Context: an optimization exercise on an open-source flow, tuned for small area and few clock cycles per item. The choices shown serve that exercise and are no tape-out recipe.
Where RTL was checked, it was by simulation tests only, not by an equivalence proof against the original.

==> inputs of build 97 <==
Design rgba_color_matrix_core, start of the top module:
module rgba_color_matrix_core #(
	parameter int COEF_WIDTH     = 12,
	parameter int COEF_FRAC_BITS = 8
) (
	input  logic                            clk,
	input  logic                            arst_n,
	input  logic                            in_valid,
	output logic                            in_ready,
	input  logic [rcm_pkg::CHAN_W-1:0]      in_red,
	input  logic [rcm_pkg::CHAN_W-1:0]      in_green,
	input  logic [rcm_pkg::CHAN_W-1:0]      in_blue,
	input  logic [rcm_pkg::CHAN_W-1:0]      in_alpha,
	output logic                            out_valid,
	input  logic                            out_ready,
	output logic [rcm_pkg::CHAN_W-1:0]      out_red,
	output logic [rcm_pkg::CHAN_W-1:0]      out_green,
	output logic [rcm_pkg::CHAN_W-1:0]      out_blue,
	output logic [rcm_pkg::CHAN_W-1:0]      out_alpha,
	input  logic                            cfg_valid,
	output logic                            cfg_ready,
	input  logic [rcm_pkg::CFG_IDX_W-1:0]   cfg_index,
	input  logic [rcm_pkg::CFG_DATA_W-1:0]  cfg_data
);
==> module rgba_color_matrix_core, before the edit <==
module rgba_color_matrix_core #(
	parameter int COEF_WIDTH     = 12,
	parameter int COEF_FRAC_BITS = 8
) (
	input  logic                            clk,
	input  logic                            arst_n,
	input  logic                            in_valid,
	output logic                            in_ready,
	input  logic [rcm_pkg::CHAN_W-1:0]      in_red,
	input  logic [rcm_pkg::CHAN_W-1:0]      in_green,
	input  logic [rcm_pkg::CHAN_W-1:0]      in_blue,
	input  logic [rcm_pkg::CHAN_W-1:0]      in_alpha,
	output logic                            out_valid,
	input  logic                            out_ready,
	output logic [rcm_pkg::CHAN_W-1:0]      out_red,
	output logic [rcm_pkg::CHAN_W-1:0]      out_green,
	output logic [rcm_pkg::CHAN_W-1:0]      out_blue,
	output logic [rcm_pkg::CHAN_W-1:0]      out_alpha,
	input  logic                            cfg_valid,
	output logic                            cfg_ready,
	input  logic [rcm_pkg::CFG_IDX_W-1:0]   cfg_index,
	input  logic [rcm_pkg::CFG_DATA_W-1:0]  cfg_data
);
	localparam int ROWS  = rcm_pkg::ROWS;
	localparam logic [COEF_WIDTH-1:0] ONE_COEF = COEF_WIDTH'(64'd1 << COEF_FRAC_BITS);
	logic [ROWS-1:0][rcm_pkg::REG_W-1:0] row_q;
	logic [ROWS-1:0][rcm_pkg::REG_W-1:0] row_eff;
	logic [ROWS-1:0]                     row_set;
	logic [ROWS-1:0][22:0]               sum;
	logic [ROWS-1:0][7:0]                chan_next;
	logic [ROWS-1:0][7:0]                chan_q;
	logic                                valid_q;
	logic                                take;
	logic [31:0]                         pix_q;
	logic [3:0][7:0]                     thr_in;
	logic [3:0][7:0]                     thr_q;
	logic [39:0]                         thr;
	logic                                pix_valid_q;
	logic                                pix_ready;
	logic [31:0]                         pix_in;
	assign cfg_ready = 1'b1;
	for (genvar r = 0; r < ROWS; r++) begin : g_rowreg
		always_ff @(posedge clk or negedge arst_n) begin
			if (!arst_n)
				row_set[r] <= 1'b0;
			else if (cfg_valid && cfg_index == 3'(r))
				row_set[r] <= 1'b1;
		end
		always_ff @(posedge clk) begin
			if (cfg_valid && cfg_index == 3'(r))
				row_q[r] <= cfg_data[rcm_pkg::REG_W-1:0];
		end
		assign row_eff[r] = row_set[r] ? row_q[r] : rcm_pkg::REG_W'(ONE_COEF) << (COEF_WIDTH * r);
	end
	for (genvar r = 0; r < ROWS; r++) begin : g_row
		rcm_cell u_cell (.c(row_eff[r]), .x(pix_q), .t(thr), .s(sum[r]));
		rcm_clamp u_clamp (.s(sum[r]), .y(chan_next[r]));
	end
	assign pix_in = {in_red, in_green, in_blue, in_alpha};
	for (genvar k = 0; k < 4; k++) begin : g_thr
		logic [9:0] x3;
		assign x3        = {2'b00, pix_in[8*k +: 8]} + {1'b0, pix_in[8*k +: 8], 1'b0};
		assign thr_in[k] = x3[9:2];
		assign thr[10*k +: 10] = {thr_q[k], pix_q[8*k+1] ^ pix_q[8*k], pix_q[8*k]};
	end
	assign in_ready  = !pix_valid_q || pix_ready;
	always_ff @(posedge clk or negedge arst_n) begin
		if (!arst_n)
			pix_valid_q <= 1'b0;
		else
			pix_valid_q <= in_valid || (pix_valid_q && !pix_ready);
	end
	always_ff @(posedge clk) begin
		if (in_valid && in_ready) begin
			pix_q <= pix_in;
			thr_q <= thr_in;
		end
	end
	assign pix_ready = !valid_q || out_ready;
	assign take      = pix_valid_q && pix_ready;
	always_ff @(posedge clk or negedge arst_n) begin
		if (!arst_n)
			valid_q <= 1'b0;
		else
			valid_q <= pix_valid_q || (valid_q && !out_ready);
	end
	always_ff @(posedge clk) begin
		if (take)
			chan_q <= chan_next;
	end
	assign out_valid = valid_q;
	assign out_red   = chan_q[0];
	assign out_green = chan_q[1];
	assign out_blue  = chan_q[2];
	assign out_alpha = chan_q[3];
endmodule
clock: 8.0 ns
lec_check: 0
abc_area: 1
cap_margin: 20
core_margin: 2
core_utilization: 40
cts_buf_list: sky130_fd_sc_hd__clkbuf_4 sky130_fd_sc_hd__clkbuf_8
slew_margin: 20
standard.sh (not shown) runs the stock make flow with config.mk's settings and CLKGATE_MAP_FILE= SYNTH_SCRIPT=/design/flow/synth_recipe.tcl, a recipe that flattens the netlist after the stock synthesis.
==> flow/flow/run.sh <==
#!/bin/bash
# Layout flow: the standard flow, except that Yosys's synth fine step runs
# without its quick abc pass (-noabc), so that extract_fa meets the adder
# tree's xor/majority logic as the RTL writes it and maps it to full adders
# without inverters around them. Everything else (the later abc mapping, the
# flip-flop mapping, flattening, renaming, floorplan to finish) is standard,
# except that the port buffers that global placement puts on every input and
# output are sky130_fd_sc_hd__buf_1 cells (BUFFER_PORTS_ARGS), and that Yosys
# maps carry chains with its own Brent-Kung look-ahead instead of ORFS's
# Kogge-Stone extra map (SYNTH_OPERATIONS_ARGS set, to a flag synth already
# gets, so that ORFS does not add the Kogge-Stone map).
set -euo pipefail
cd "$(dirname "$0")/.."
{
  echo 'proc synth {args} { if {[lsearch -glob $args "fine:*"] >= 0} { yosys synth -nofsm -noshare -noabc {*}$args } else { yosys synth -nofsm -noshare {*}$args } }'
  tail -n +2 synth_recipe.tcl
} > flow_synth.tcl
head -1 synth_recipe.tcl | grep -q '^proc synth' || { echo "unexpected synth_recipe.tcl" >&2; exit 1; }
sed -e "s|SYNTH_SCRIPT=[^ ]*|SYNTH_SCRIPT=$PWD/flow_synth.tcl 'BUFFER_PORTS_ARGS=-buffer_cell sky130_fd_sc_hd__buf_1' SYNTH_OPERATIONS_ARGS=-nofsm|" standard.sh > flow_standard.sh
grep -q "SYNTH_SCRIPT=$PWD/flow_synth.tcl" flow_standard.sh || { echo "could not set SYNTH_SCRIPT" >&2; exit 1; }
bash flow_standard.sh "$@" > flow_make.log 2>&1 || { tail -50 flow_make.log; exit 1; }
tail -5 flow_make.log
==> inputs of build 68, as changes to build 97 <==
--- a/flow/design.v
+++ b/flow/design.v
@@ -1644,3 +1644,8 @@
 	assign cfg_ready = 1'b1;
+	logic [rcm_pkg::REG_W-1:0] cfg_row;
+	assign cfg_row = cfg_valid ? cfg_data[rcm_pkg::REG_W-1:0] : '0;
 	for (genvar r = 0; r < ROWS; r++) begin : g_rowreg
+		localparam logic [rcm_pkg::REG_W-1:0] ID_ROW = rcm_pkg::REG_W'(ONE_COEF) << (COEF_WIDTH * r);
+		logic row_we;
+		assign row_we = cfg_valid && cfg_index == 3'(r);
 		always_ff @(posedge clk or negedge arst_n) begin
@@ -1648,3 +1653,3 @@
 				row_set[r] <= 1'b0;
-			else if (cfg_valid && cfg_index == 3'(r))
+			else if (row_we)
 				row_set[r] <= 1'b1;
@@ -1652,6 +1657,6 @@
 		always_ff @(posedge clk) begin
-			if (cfg_valid && cfg_index == 3'(r))
-				row_q[r] <= cfg_data[rcm_pkg::REG_W-1:0];
+			if (row_we || (!row_set[r] && !cfg_valid))
+				row_q[r] <= cfg_row | (cfg_valid ? '0 : ID_ROW);
 		end
-		assign row_eff[r] = row_set[r] ? row_q[r] : rcm_pkg::REG_W'(ONE_COEF) << (COEF_WIDTH * r);
+		assign row_eff[r] = row_q[r];
 	end
==> flow/flow/run.sh (replaced) <==
#!/bin/bash
# Layout flow: the standard flow with these changes to synthesis:
#  - Yosys's synth fine step runs without its quick abc pass (-noabc), so
#    extract_fa meets the adder tree's xor/majority logic as the RTL writes it
#    and maps it to full adders without inverters around them;
#  - the final abc technology mapping uses flow/abc_map.script, ORFS's area
#    script without its buffering and sizing (OpenROAD's repair does those),
#  - Yosys maps carry chains with its own Brent-Kung look-ahead instead of
#    ORFS's Kogge-Stone extra map (SYNTH_OPERATIONS_ARGS set to a flag synth
#    already gets, so that ORFS does not add the Kogge-Stone map).
# Global placement's port buffers are sky130_fd_sc_hd__buf_1 cells
# (BUFFER_PORTS_ARGS). Flip-flop mapping, flattening, renaming and the layout
# steps are standard.
set -euo pipefail
cd "$(dirname "$0")/.."
W=$PWD
head -1 synth_recipe.tcl | grep -q '^proc synth' || { echo "unexpected synth_recipe.tcl line 1" >&2; exit 1; }
sed -n 2p synth_recipe.tcl | grep -q 'source \$::env(SCRIPTS_DIR)/synth.tcl' || { echo "unexpected synth_recipe.tcl line 2" >&2; exit 1; }
grep -q '^  log_cmd abc {\*}\$abc_args$' "$FLOW_HOME/scripts/synth.tcl" || { echo "unexpected synth.tcl" >&2; exit 1; }
sed 's|^  log_cmd abc {\*}\$abc_args$|  log_cmd abc {*}[lreplace $abc_args 1 1 '"$W"'/flow/abc_map.script]|' "$FLOW_HOME/scripts/synth.tcl" > flow_synth_orfs.tcl
{
  echo 'proc synth {args} { if {[lsearch -glob $args "fine:*"] >= 0} { yosys synth -nofsm -noshare -noabc {*}$args } else { yosys synth -nofsm -noshare {*}$args } }'
  echo "source $W/flow_synth_orfs.tcl"
  tail -n +3 synth_recipe.tcl
} > flow_synth.tcl
sed "s|SYNTH_SCRIPT=[^ ]*|SYNTH_SCRIPT=$W/flow_synth.tcl 'BUFFER_PORTS_ARGS=-buffer_cell sky130_fd_sc_hd__buf_1' SYNTH_OPERATIONS_ARGS=-nofsm|" standard.sh > flow_standard.sh
grep -q "SYNTH_SCRIPT=$W/flow_synth.tcl" flow_standard.sh || { echo "could not set SYNTH_SCRIPT" >&2; exit 1; }
bash flow_standard.sh "$@" > flow_make.log 2>&1 || { tail -50 flow_make.log; exit 1; }
tail -5 flow_make.log
==> flow/flow/abc_map.script (new file) <==
strash
dch
map -B 0.9
topo
ABC_AREA = unset   (was 1)
CORE_UTILIZATION = 55   (was 40)
==> inputs of trial 50, as changes to build 97 <==
--- a/flow/design.v
+++ b/flow/design.v
@@ -1644,3 +1644,8 @@
 	assign cfg_ready = 1'b1;
+	logic [rcm_pkg::REG_W-1:0] cfg_row;
+	assign cfg_row = cfg_valid ? cfg_data[rcm_pkg::REG_W-1:0] : '0;
 	for (genvar r = 0; r < ROWS; r++) begin : g_rowreg
+		localparam logic [rcm_pkg::REG_W-1:0] ID_ROW = rcm_pkg::REG_W'(ONE_COEF) << (COEF_WIDTH * r);
+		logic row_we;
+		assign row_we = cfg_valid && cfg_index == 3'(r);
 		always_ff @(posedge clk or negedge arst_n) begin
@@ -1648,3 +1653,3 @@
 				row_set[r] <= 1'b0;
-			else if (cfg_valid && cfg_index == 3'(r))
+			else if (row_we)
 				row_set[r] <= 1'b1;
@@ -1652,6 +1657,6 @@
 		always_ff @(posedge clk) begin
-			if (cfg_valid && cfg_index == 3'(r))
-				row_q[r] <= cfg_data[rcm_pkg::REG_W-1:0];
+			if (row_we || (!row_set[r] && !cfg_valid))
+				row_q[r] <= cfg_row | (cfg_valid ? '0 : ID_ROW);
 		end
-		assign row_eff[r] = row_set[r] ? row_q[r] : rcm_pkg::REG_W'(ONE_COEF) << (COEF_WIDTH * r);
+		assign row_eff[r] = row_q[r];
 	end
==> flow/flow/run.sh (replaced) <==
#!/bin/bash
# Layout flow: the standard flow with these changes to synthesis:
#  - Yosys's synth fine step runs without its quick abc pass (-noabc), so
#    extract_fa meets the adder tree's xor/majority logic as the RTL writes it
#    and maps it to full adders without inverters around them;
#  - the final abc technology mapping uses flow/abc_map.script, ORFS's area
#    script without its buffering and sizing (OpenROAD's repair does those),
#  - Yosys maps carry chains with its own Brent-Kung look-ahead instead of
#    ORFS's Kogge-Stone extra map (SYNTH_OPERATIONS_ARGS set to a flag synth
#    already gets, so that ORFS does not add the Kogge-Stone map).
# Global placement's port buffers are sky130_fd_sc_hd__buf_1 cells
# (BUFFER_PORTS_ARGS). Flip-flop mapping, flattening, renaming and the layout
# steps are standard.
set -euo pipefail
cd "$(dirname "$0")/.."
W=$PWD
head -1 synth_recipe.tcl | grep -q '^proc synth' || { echo "unexpected synth_recipe.tcl line 1" >&2; exit 1; }
sed -n 2p synth_recipe.tcl | grep -q 'source \$::env(SCRIPTS_DIR)/synth.tcl' || { echo "unexpected synth_recipe.tcl line 2" >&2; exit 1; }
grep -q '^  log_cmd abc {\*}\$abc_args$' "$FLOW_HOME/scripts/synth.tcl" || { echo "unexpected synth.tcl" >&2; exit 1; }
sed 's|^  log_cmd abc {\*}\$abc_args$|  log_cmd abc {*}[lreplace $abc_args 1 1 '"$W"'/flow/abc_map.script]|' "$FLOW_HOME/scripts/synth.tcl" > flow_synth_orfs.tcl
{
  echo 'proc synth {args} { if {[lsearch -glob $args "fine:*"] >= 0} { yosys synth -nofsm -noshare -noabc {*}$args } else { yosys synth -nofsm -noshare {*}$args } }'
  echo "source $W/flow_synth_orfs.tcl"
  tail -n +3 synth_recipe.tcl
} > flow_synth.tcl
sed "s|SYNTH_SCRIPT=[^ ]*|SYNTH_SCRIPT=$W/flow_synth.tcl 'BUFFER_PORTS_ARGS=-buffer_cell sky130_fd_sc_hd__buf_1' SYNTH_OPERATIONS_ARGS=-nofsm|" standard.sh > flow_standard.sh
grep -q "SYNTH_SCRIPT=$W/flow_synth.tcl" flow_standard.sh || { echo "could not set SYNTH_SCRIPT" >&2; exit 1; }
bash flow_standard.sh "$@" > flow_make.log 2>&1 || { tail -50 flow_make.log; exit 1; }
tail -5 flow_make.log
==> flow/flow/abc_map.script (new file) <==
strash
dch
map -B 0.9
topo
ABC_AREA = unset   (was 1)
CORE_UTILIZATION = 52   (was 40)
==> run summary <==
                                                  build 68        build 97        trial 50
Distinct cells, synth                                   26              40              26
Num CTS Buffers                                         71              71              72
Placement Rows                                         107             129             110
Outcome                                     finished clean  finished clean  finished clean
Met3 usage in global routing                         20.2%           16.9%           20.5%
Fraction of area in multi-input gates                66.3%           65.6%           66.1%
Via count of the first global-routing pass           41200           43300           40900
Metal-1 WL                                         75.0 mm         96.9 mm         76.6 mm
Met2 Track Usage GR                                  63.3%           51.5%           61.6%
Worst hold margin                                 0.538 ns        0.535 ns        0.538 ns
Testbench counts of build 68, summed over its fixed seeds: cycles 8,384, items 8,192.
Testbench counts of trial 50, summed over its fixed seeds: cycles 8,384, items 8,192.
No functional check of the RTL was part of build 97.

==> what the ideal ports hide <==
Ports are ideal in the flow. The routed layouts listed here were re-timed in OpenROAD. Step 1 assumes that a clkbuf_16 drives the clock port and a buf_2 every other input. Step 2 moves the port delays by t, midway between the first and last clock arrival at a register: inputs arrive t later, outputs are due t later. That takes back most of the time a late clock gives input paths. Three values: ideal, step 1, step 2; two values: the first two.
run | t (ns) | setup slack, ns | latest minus earliest clock arrival (ns) | worst slew at a driven data input, ns | pins driven straight from the clock port
build 97 | 0.876 | 0.282 / 0.282 / 0.282 | 0.089 / 0.088 | 0.07 | 1
build 68 | 0.797 | 0.270 / 0.270 / 0.270 | 0.057 / 0.056 | 0.13 | 1
trial 50 | 0.807 | 0.233 / 0.233 / 0.233 | 0.032 / 0.033 | 0.12 | 1
After both steps every run listed still meets setup and hold.
